This is an optimization exercise on Yosys and OpenROAD, whose aim is small area, not a production implementation. At most, simulation tests tie the RTL to the original design; equivalence was not proved. No activity file was given, so power comes from the tool's default toggle rates.

==> flow/design.v (excerpt) <==
module cfg_commit_ctrl
#(
    parameter int unsigned NREGS       = efi_cfg_pkg::NUM_REGS,
    parameter int unsigned TIMEOUT_CYC = 1000000
) (
    input  logic                   clk,
    input  logic                   rst_n,
    input  logic                   wr_en,
    input  logic [3:0]             wr_addr,
    input  logic [15:0]            wr_data,
    input  logic                   commit_req,
    input  logic                   abort,
    input  logic                   synced,
    input  logic                   trigger,
    input  logic [5:0]             outputs_busy,
    output logic [NREGS*16-1:0]    active_regs,
    output logic                   shadow_dirty,
    output logic                   commit_pending,
    output logic                   commit_done,
    output logic                   commit_err,
    output logic [2:0]             err_code
);
Settings: LEC_CHECK=0, CAP_MARGIN=20, CORE_MARGIN=2, CORE_UTILIZATION=40, CTS_CLUSTER_DIAMETER=70, CTS_CLUSTER_SIZE=30, SLEW_MARGIN=20; clock period 10.0 ns.
standard.sh (not shown) runs the stock make flow with config.mk's settings and CLKGATE_MAP_FILE= SYNTH_SCRIPT=/design/flow/synth_recipe.tcl, a recipe that flattens the netlist after the stock synthesis.
==> flow/flow/run.sh <==
#!/bin/bash
# The standard layout with these changes:
#  - each port is buffered by the smallest buffer cell (buf_1);
#  - clock tree synthesis adds no dummy loads (its arguments are otherwise the
#    standard ones, with config.mk's cluster size and diameter);
#  - after the standard synthesis, flow/fa_polarity.py picks the polarity of each
#    full adder and of the AND/NAND gates feeding them so that fewer inverters
#    are needed (same logic function, same registers).
set -euo pipefail
export BUFFER_PORTS_ARGS="-buffer_cell sky130_fd_sc_hd__buf_1"
export CTS_ARGS="-sink_clustering_enable -repair_clock_nets -sink_clustering_size 30 -sink_clustering_max_diameter 70 -dont_use_dummy_load"
R=orfs/results/${FLOW_PLATFORM}/cfg_commit_ctrl/base
bash standard.sh synth > flow_synth.log 2>&1
cp "$R/1_2_yosys.v" synth_before_polarity.v
python3 flow/fa_polarity.py synth_before_polarity.v "$R/1_2_yosys.v" > fa_polarity.log 2>&1
rm -f "$R/1_synth.odb" "$R/1_synth.sdc"
bash standard.sh > flow_standard.log 2>&1
Other scripts of this flow, unchanged in this note and not shown: flow/flow/fa_polarity.py
The baseline produced a clean layout.
Next try:
--- a/flow/config.mk
+++ b/flow/config.mk
@@ -6,8 +6,8 @@
 export NUM_CORES = 4
 export LEC_CHECK = 0
-export CAP_MARGIN = 20
+export CAP_MARGIN = 0
 export CORE_MARGIN = 2
 export CORE_UTILIZATION = 40
 export CTS_CLUSTER_DIAMETER = 70
 export CTS_CLUSTER_SIZE = 30
-export SLEW_MARGIN = 20
+export SLEW_MARGIN = 0
What happened:
- clock-buffer cell count came out higher by 1
- die area does not change
- register-to-register slack is about the same
Next try:
--- a/flow/config.mk
+++ b/flow/config.mk
@@ -6,8 +6,8 @@
 export NUM_CORES = 4
 export LEC_CHECK = 0
-export CAP_MARGIN = 0
+export CAP_MARGIN = 20
 export CORE_MARGIN = 2
-export CORE_UTILIZATION = 40
+export CORE_UTILIZATION = 60
 export CTS_CLUSTER_DIAMETER = 70
 export CTS_CLUSTER_SIZE = 30
-export SLEW_MARGIN = 0
+export SLEW_MARGIN = 20
The changed run finished clean.
Via count rose slightly.
Routed wire length fell by roughly a tenth.
Area after synthesis stays the same.
Synthesized cell count stays the same.
Total power fell slightly.
Setup slack got worse by 0.12 ns.
No run of this note included a check of the RTL's function; only the layout flow was run.

* * *

Setup of run 1:
Another version of the RTL of cfg_commit_ctrl (not shown whole).
For scale: about 540 flip-flops, ~300 I/O pins.
Settings: LEC_CHECK=0, CAP_MARGIN=20, CORE_MARGIN=2, CORE_UTILIZATION=40, CTS_CLUSTER_DIAMETER=50, CTS_CLUSTER_SIZE=20, SLEW_MARGIN=20; clock period 10.0 ns.
run.sh (not shown) runs the stock make flow with config.mk's settings and CLKGATE_MAP_FILE= SYNTH_SCRIPT=/design/flow/synth_recipe.tcl, a recipe that flattens the netlist after the stock synthesis.
Stock flow here: none of the scripts above is used.
Changes in run 2 relative to run 1:
Settings: CTS_CLUSTER_DIAMETER now 60, was 50; CTS_CLUSTER_SIZE now 25, was 20.
Notes after the runs:
Clock input transition at the sequential cells of the worst setup and hold paths is lower on run 1
The power drawn by the clock network of run 2 falls short of that of run 1 by 11%.
Changes observed in run 2 relative to run 1: clock skew picked up an extra 0.0062 ns; buffering overhead about even; met2 track demand over resource in global routing decreased 0.30 points.
Synthesized area: run 1 vs run 2 identical
Higher total power among run 2 and run 1: run 1
Diff run 2..run 1 | largest fanout on the critical path | negligible
Total routed wirelength for run 2: about 0.4% down relative to run 1
Input changes introduced in run 3 (baseline for comparison: run 2):
Settings: CTS_CLUSTER_DIAMETER removed (was 60); CTS_CLUSTER_SIZE removed (was 25); CTS_BUF_LIST newly set to sky130_fd_sc_hd__clkbuf_4.
==> run notes <==
Comparing run 3 and run 2, detailed-route wire length is higher on run 3.
Run 3 vs. run 2: clock buffer count in the final layout went up, biggest fanout along the worst timing path went down, post-route cell area went up, total power went up.
[diff] register-to-register setup slack, run 3 relative to run 2: regression

* * *

Starting RTL as in the previous note.
clock: 10.0 ns
lec_check: 0
cap_margin: 20
core_margin: 2
core_utilization: 40
slew_margin: 20
standard.sh (not shown) runs the stock make flow with config.mk's settings and CLKGATE_MAP_FILE= SYNTH_SCRIPT=/design/flow/synth_recipe.tcl, a recipe that flattens the netlist after the stock synthesis.
==> flow/flow/run.sh <==
#!/bin/bash
# Standard layout, with each port buffered by the smallest buffer cell.
set -euo pipefail
export BUFFER_PORTS_ARGS="-buffer_cell sky130_fd_sc_hd__buf_1"
bash standard.sh > flow_standard.log 2>&1
The first run completed without violations.
Change:
==> flow/run.sh (new file) <==
#!/bin/bash
# synth_recipe.tcl (not shown) runs the flow's synth.tcl, then flattens the netlist and writes it again
# the make line also repeats each setting of config.mk as NAME=value (left out here)
make -C /OpenROAD-flow-scripts/flow DESIGN_CONFIG=/design/flow/config.mk WORK_HOME=/design/flow/orfs CLKGATE_MAP_FILE= SYNTH_SCRIPT=/design/flow/synth_recipe.tcl finish
removed: flow/flow/run.sh
removed: flow/standard.sh
What happened: The new run finished with timing, DRC and antenna clean. Count of clock-buffer cells in the layout rises by 2. Via count barely changes. Design area increases by 6.9%. Wire length went up by 3.4%. Cell count stays flat. Critical path depth is unchanged. Die area stays the same.
Change:
--- a/flow/config.mk
+++ b/flow/config.mk
@@ -10,0 +11,2 @@
+export CTS_CLUSTER_DIAMETER = 70
+export CTS_CLUSTER_SIZE = 32
The changed run finished clean.
Total power went down by roughly a tenth.
Cell area is lower by a few percent.
Maximum frequency came out lower slightly.
Worst setup slack got worse by 43 ps.

* * *

v50:
cfg_commit_ctrl, a different RTL version from the one above (not shown whole).
For scale: roughly 1500 cells after synthesis, roughly 300 I/O pins.
Settings: LEC_CHECK=0, CAP_MARGIN=20, CORE_MARGIN=2, CORE_UTILIZATION=70, CTS_BUF_LIST=sky130_fd_sc_hd__clkbuf_8, CTS_CLUSTER_DIAMETER=50, CTS_CLUSTER_SIZE=16, SLEW_MARGIN=20; clock period 10.0 ns.
==> flow/flow/run.sh <==
#!/bin/bash
# The standard layout with these changes:
#  - each port is buffered by the smallest buffer cell (buf_1);
#  - clock tree synthesis uses clkbuf_8 and adds no dummy loads (its other
#    arguments are the standard ones, with config.mk's cluster size and diameter);
#  - after the standard synthesis (registers and adders untouched):
#      flow/fa_polarity.py picks the polarity of each full adder and of the
#      AND/NAND gates feeding them so that fewer inverters are needed;
#      flow/remap.ys re-maps the other combinational cells with an area-oriented
#      ABC script (a 20-second &deepsyn, then area-oriented mapping), three
#      times with different seeds, keeping the smallest result;
#      flow/fa_polarity.py runs once more on the result.
#    Each step keeps the logic function and the registers.
set -euo pipefail
export BUFFER_PORTS_ARGS="-buffer_cell sky130_fd_sc_hd__buf_1"
export CTS_ARGS="-sink_clustering_enable -repair_clock_nets -sink_clustering_size 16 -sink_clustering_max_diameter 50 -dont_use_dummy_load -buf_list sky130_fd_sc_hd__clkbuf_8"
R=orfs/results/${FLOW_PLATFORM}/cfg_commit_ctrl/base
LIB=${FLOW_HOME}/platforms/${FLOW_PLATFORM}/lib/sky130_fd_sc_hd__tt_025C_1v80.lib
YOSYS=${FLOW_HOME}/../tools/install/yosys/bin/yosys
[[ -x "$YOSYS" ]] || YOSYS=yosys
bash standard.sh synth > flow_synth.log 2>&1
cp "$R/1_2_yosys.v" synth_standard.v
python3 flow/fa_polarity.py synth_standard.v remap_in.v > fa_polarity.log 2>&1
best=""
best_area=""
for seed in 1 2 3; do
  sed -e "s|-T 20|-T 20 -S $seed|" flow/remap.abc > "remap_$seed.abc"
  sed -e "s|{LIB}|$LIB|g" -e "s|{TOP}|$FLOW_TOP|g" -e "s|flow/remap.abc|remap_$seed.abc|" \
      -e "s|remap_out.v|remap_out_$seed.v|" -e "s|remap_stat.txt|remap_stat_$seed.txt|" \
      flow/remap.ys > "remap_run_$seed.ys"
  "$YOSYS" -s "remap_run_$seed.ys" > "remap_$seed.log" 2>&1
  area=$(sed -nE "s/.*Chip area for module .*: ([0-9.]+).*/\1/p" "remap_stat_$seed.txt")
  echo "seed $seed: area $area" >> remap_choice.log
  if [[ -z "$best" ]] || awk -v a="$area" -v b="$best_area" 'BEGIN { exit !(a < b) }'; then
    best=$seed
    best_area=$area
  fi
done
echo "kept seed $best" >> remap_choice.log
python3 flow/fa_polarity.py "remap_out_$best.v" "$R/1_2_yosys.v" >> fa_polarity.log 2>&1
rm -f "$R/1_synth.odb" "$R/1_synth.sdc"
bash standard.sh > flow_standard.log 2>&1
==> flow/flow/remap.abc <==
strash
&get -n
&st
&deepsyn -T 20
&dch
&nf -a
&put
topo
Other scripts of this flow, unchanged in this note and not shown: flow/flow/fa_polarity.py, flow/flow/remap.ys
What v46 does differently from v50 at the input level:
Settings: swapping 70 for 40 in CORE_UTILIZATION.
diff --git a/flow/flow/run.sh b/flow/flow/run.sh
--- a/flow/flow/run.sh
+++ b/flow/flow/run.sh
@@ -10,2 +10 @@
-#      ABC script (a 20-second &deepsyn, then area-oriented mapping), three
-#      times with different seeds, keeping the smallest result;
+#      ABC script;
@@ -24,17 +23,3 @@
-best=""
-best_area=""
-for seed in 1 2 3; do
-  sed -e "s|-T 20|-T 20 -S $seed|" flow/remap.abc > "remap_$seed.abc"
-  sed -e "s|{LIB}|$LIB|g" -e "s|{TOP}|$FLOW_TOP|g" -e "s|flow/remap.abc|remap_$seed.abc|" \
-      -e "s|remap_out.v|remap_out_$seed.v|" -e "s|remap_stat.txt|remap_stat_$seed.txt|" \
-      flow/remap.ys > "remap_run_$seed.ys"
-  "$YOSYS" -s "remap_run_$seed.ys" > "remap_$seed.log" 2>&1
-  area=$(sed -nE "s/.*Chip area for module .*: ([0-9.]+).*/\1/p" "remap_stat_$seed.txt")
-  echo "seed $seed: area $area" >> remap_choice.log
-  if [[ -z "$best" ]] || awk -v a="$area" -v b="$best_area" 'BEGIN { exit !(a < b) }'; then
-    best=$seed
-    best_area=$area
-  fi
-done
-echo "kept seed $best" >> remap_choice.log
-python3 flow/fa_polarity.py "remap_out_$best.v" "$R/1_2_yosys.v" >> fa_polarity.log 2>&1
+sed -e "s|{LIB}|$LIB|g" -e "s|{TOP}|$FLOW_TOP|g" flow/remap.ys > remap_run.ys
+"$YOSYS" -s remap_run.ys > remap.log 2>&1
+python3 flow/fa_polarity.py remap_out.v "$R/1_2_yosys.v" >> fa_polarity.log 2>&1
==> flow/flow/remap.abc <==
strash
&get -n
&st
&dch
&nf -a
&put
topo
==> comparison <==
Share of the clock period used by the worst path: v46 vs v50 up 4.0 points
Compared with v50, v46 shows power of the combinational group that has gone up by more than 10%.
| arrival time at the worst endpoint | higher: v46 |
Between v50 and v46, the flow reports number of multi-input logic gates increasing slightly.
Between v50 and v46, portion of total power attributed to combinational logic is higher for v46, v50 comes in under that.
Slew of the pin with the lowest slew margin was lower in the run labelled v46.
From v50 to v46 the numbers moved as follows: final wirelength increased about 14%, ratio of total power to cell area climbed 0.79%, met3 usage dropped 3.3 points.
v46 packs its core looser than v50.
Relative to v46, the following input files were edited for v42:
Settings: GPL_TIMING_DRIVEN newly set to 0; CORE_UTILIZATION changed from 40 to 70.
diff --git a/flow/flow/run.sh b/flow/flow/run.sh
--- a/flow/flow/run.sh
+++ b/flow/flow/run.sh
@@ -10 +10 @@
-#      ABC script;
+#      ABC script (a 20-second &deepsyn, then area-oriented mapping);
==> flow/flow/remap.abc <==
strash
&get -n
&st
&deepsyn -T 20
&dch
&nf -a
&put
topo
### Flow results
Having completed the whole flow, v42 delivered a layout that passed the timing, design-rule and antenna checks. v46 -> v42: number of instances in the placed design decreased by more than 10%. Critical path's largest stage delay in v42 is 0.10 ns above v46. On tightest hold margin, v46 and v42 are basically level. v46 → v42: number of antenna diodes dropped 1, number of clock buffers in the layout lost 8.
Edits applied to the flow inputs when going from v42 to v33:
Settings: a change of CORE_UTILIZATION from 70 to 60; a deleted GPL_TIMING_DRIVEN that had been 0.
Results
Between v33 and v42, total stage count of the critical path is lower for v42, v33 comes in above that.
Compared with v42, v33 shows global-route wire length before repair higher by about 2.6%.
Status: clock power parity (v42, v33)
v33 ended with less number of DRC markers after the initial detailed-route iteration than v42.
Final standard cell utilization of the core, v33 and v42: higher on v42
Delta(share of the final layout cell area in sequential cells, v33 - v42) < 0
v42 has a higher arrival time at the worst endpoint than v33.
In the tables for v33 and v42, multi-input logic portion of the cell area reads lower with v33.
Setup slack in v33 is larger than in v42.
What v22 does differently from v33 at the input level:
Settings: CORE_UTILIZATION now 70, was 60; CTS_CLUSTER_SIZE now 10, was 16; CTS_BUF_LIST now sky130_fd_sc_hd__clkbuf_2 sky130_fd_sc_hd__clkbuf_4, was sky130_fd_sc_hd__clkbuf_8; CTS_CLUSTER_DIAMETER now 40, was 50.
diff --git a/flow/flow/run.sh b/flow/flow/run.sh
--- a/flow/flow/run.sh
+++ b/flow/flow/run.sh
@@ -4 +4 @@
-#  - clock tree synthesis uses clkbuf_8 and adds no dummy loads (its other
+#  - clock tree synthesis uses clkbuf_2 and clkbuf_4 and adds no dummy loads (its other
@@ -10 +10,2 @@
-#      ABC script (a 20-second &deepsyn, then area-oriented mapping);
+#      ABC script (a 20-second &deepsyn, then area-oriented mapping), three
+#      times with different seeds, keeping the smallest result;
@@ -15 +16 @@
-export CTS_ARGS="-sink_clustering_enable -repair_clock_nets -sink_clustering_size 16 -sink_clustering_max_diameter 50 -dont_use_dummy_load -buf_list sky130_fd_sc_hd__clkbuf_8"
+export CTS_ARGS="-sink_clustering_enable -repair_clock_nets -sink_clustering_size 10 -sink_clustering_max_diameter 40 -dont_use_dummy_load -buf_list {sky130_fd_sc_hd__clkbuf_2 sky130_fd_sc_hd__clkbuf_4}"
@@ -23,3 +24,17 @@
-sed -e "s|{LIB}|$LIB|g" -e "s|{TOP}|$FLOW_TOP|g" flow/remap.ys > remap_run.ys
-"$YOSYS" -s remap_run.ys > remap.log 2>&1
-python3 flow/fa_polarity.py remap_out.v "$R/1_2_yosys.v" >> fa_polarity.log 2>&1
+best=""
+best_area=""
+for seed in 1 2 3; do
+  sed -e "s|-T 20|-T 20 -S $seed|" flow/remap.abc > "remap_$seed.abc"
+  sed -e "s|{LIB}|$LIB|g" -e "s|{TOP}|$FLOW_TOP|g" -e "s|flow/remap.abc|remap_$seed.abc|" \
+      -e "s|remap_out.v|remap_out_$seed.v|" -e "s|remap_stat.txt|remap_stat_$seed.txt|" \
+      flow/remap.ys > "remap_run_$seed.ys"
+  "$YOSYS" -s "remap_run_$seed.ys" > "remap_$seed.log" 2>&1
+  area=$(sed -nE "s/.*Chip area for module .*: ([0-9.]+).*/\1/p" "remap_stat_$seed.txt")
+  echo "seed $seed: area $area" >> remap_choice.log
+  if [[ -z "$best" ]] || awk -v a="$area" -v b="$best_area" 'BEGIN { exit !(a < b) }'; then
+    best=$seed
+    best_area=$area
+  fi
+done
+echo "kept seed $best" >> remap_choice.log
+python3 flow/fa_polarity.py "remap_out_$best.v" "$R/1_2_yosys.v" >> fa_polarity.log 2>&1
## What came out
- v22 vs. v33: die area now smaller; share of the cycle needed by the critical path after routing now larger; sequential share of layout area now larger; hold slack now smaller; register share of total power now larger.
- Starting DRC count in detailed routing (v22 / v33): 1.3
- Diff v33 -> v22 | critical path required time | increase of 0.23 ns
- Achievable clock frequency (lower): v22
- Re routability congestion estimate from global placement: v22 is about 4.6% up on v33.
- Comparing v22 and v33, the lower wire length reported by the detailed router is on v22.

-- re-timing with driven ports --
No port has a modelled driver above. Below, the same layouts with a new extraction and two added sets of constraints. Step 1 assumes that a clkbuf_16 drives the clock port and a buf_2 every other input. Step 2 moves the port delays by t, midway between the first and last clock arrival at a register: inputs arrive t later, outputs are due t later. That takes back most of the time a late clock gives input paths. Three values: no drivers, after step 1, after step 2; two values: the first two.
| run | t, ns | setup slack, ns | hold WS [ns] | worst setup path at the end | pins driven straight from the clock port |
|---|---|---|---|---|---|
| the first run of note 1 | 0.648 | 0.660 / 0.660 / 0.660 | 0.397 / 0.397 / 0.397 | register to register | 1 |
| the second run of note 1 | 0.657 | 0.649 / 0.649 / 0.649 | 0.384 / 0.384 / 0.384 | register to register | 1 |
| the third run of note 1 | 0.633 | 0.524 / 0.524 / 0.524 | 0.412 / 0.412 / 0.412 | register to register | 1 |
| run 1 | 0.655 | 3.734 / 3.734 / 3.734 | 0.412 / 0.412 / 0.412 | register to register | 1 |
| run 2 | 0.645 | 3.726 / 3.726 / 3.726 | 0.416 / 0.416 / 0.416 | register to register | 1 |
| run 3 | 1.002 | 3.693 / 3.693 / 3.693 | 0.416 / 0.416 / 0.416 | register to register | 1 |
| the first run of note 3 | 0.667 | 3.500 / 3.500 / 3.500 | 0.404 / 0.404 / 0.404 | register to register | 1 |
| the second run of note 3 | 0.665 | 3.765 / 3.765 / 3.765 | 0.413 / 0.413 / 0.413 | register to register | 1 |
| the third run of note 3 | 0.694 | 3.722 / 3.722 / 3.722 | 0.419 / 0.419 / 0.419 | register to register | 1 |
| v50 | 0.606 | 3.723 / 3.723 / 3.723 | 0.410 / 0.410 / 0.410 | register to register | 1 |
| v46 | 0.684 | 3.325 / 3.325 / 3.325 | 0.368 / 0.368 / 0.368 | register to register | 1 |
| v42 | 0.594 | 3.620 / 3.620 / 3.620 | 0.368 / 0.368 / 0.368 | register to register | 1 |
| v33 | 0.603 | 3.897 / 3.897 / 3.897 | 0.416 / 0.416 / 0.416 | register to register | 1 |
| v22 | 0.773 | 3.014 / 3.014 / 3.014 | 0.359 / 0.359 / 0.359 | register to register | 1 |
After both steps setup and hold are still met in every run listed.
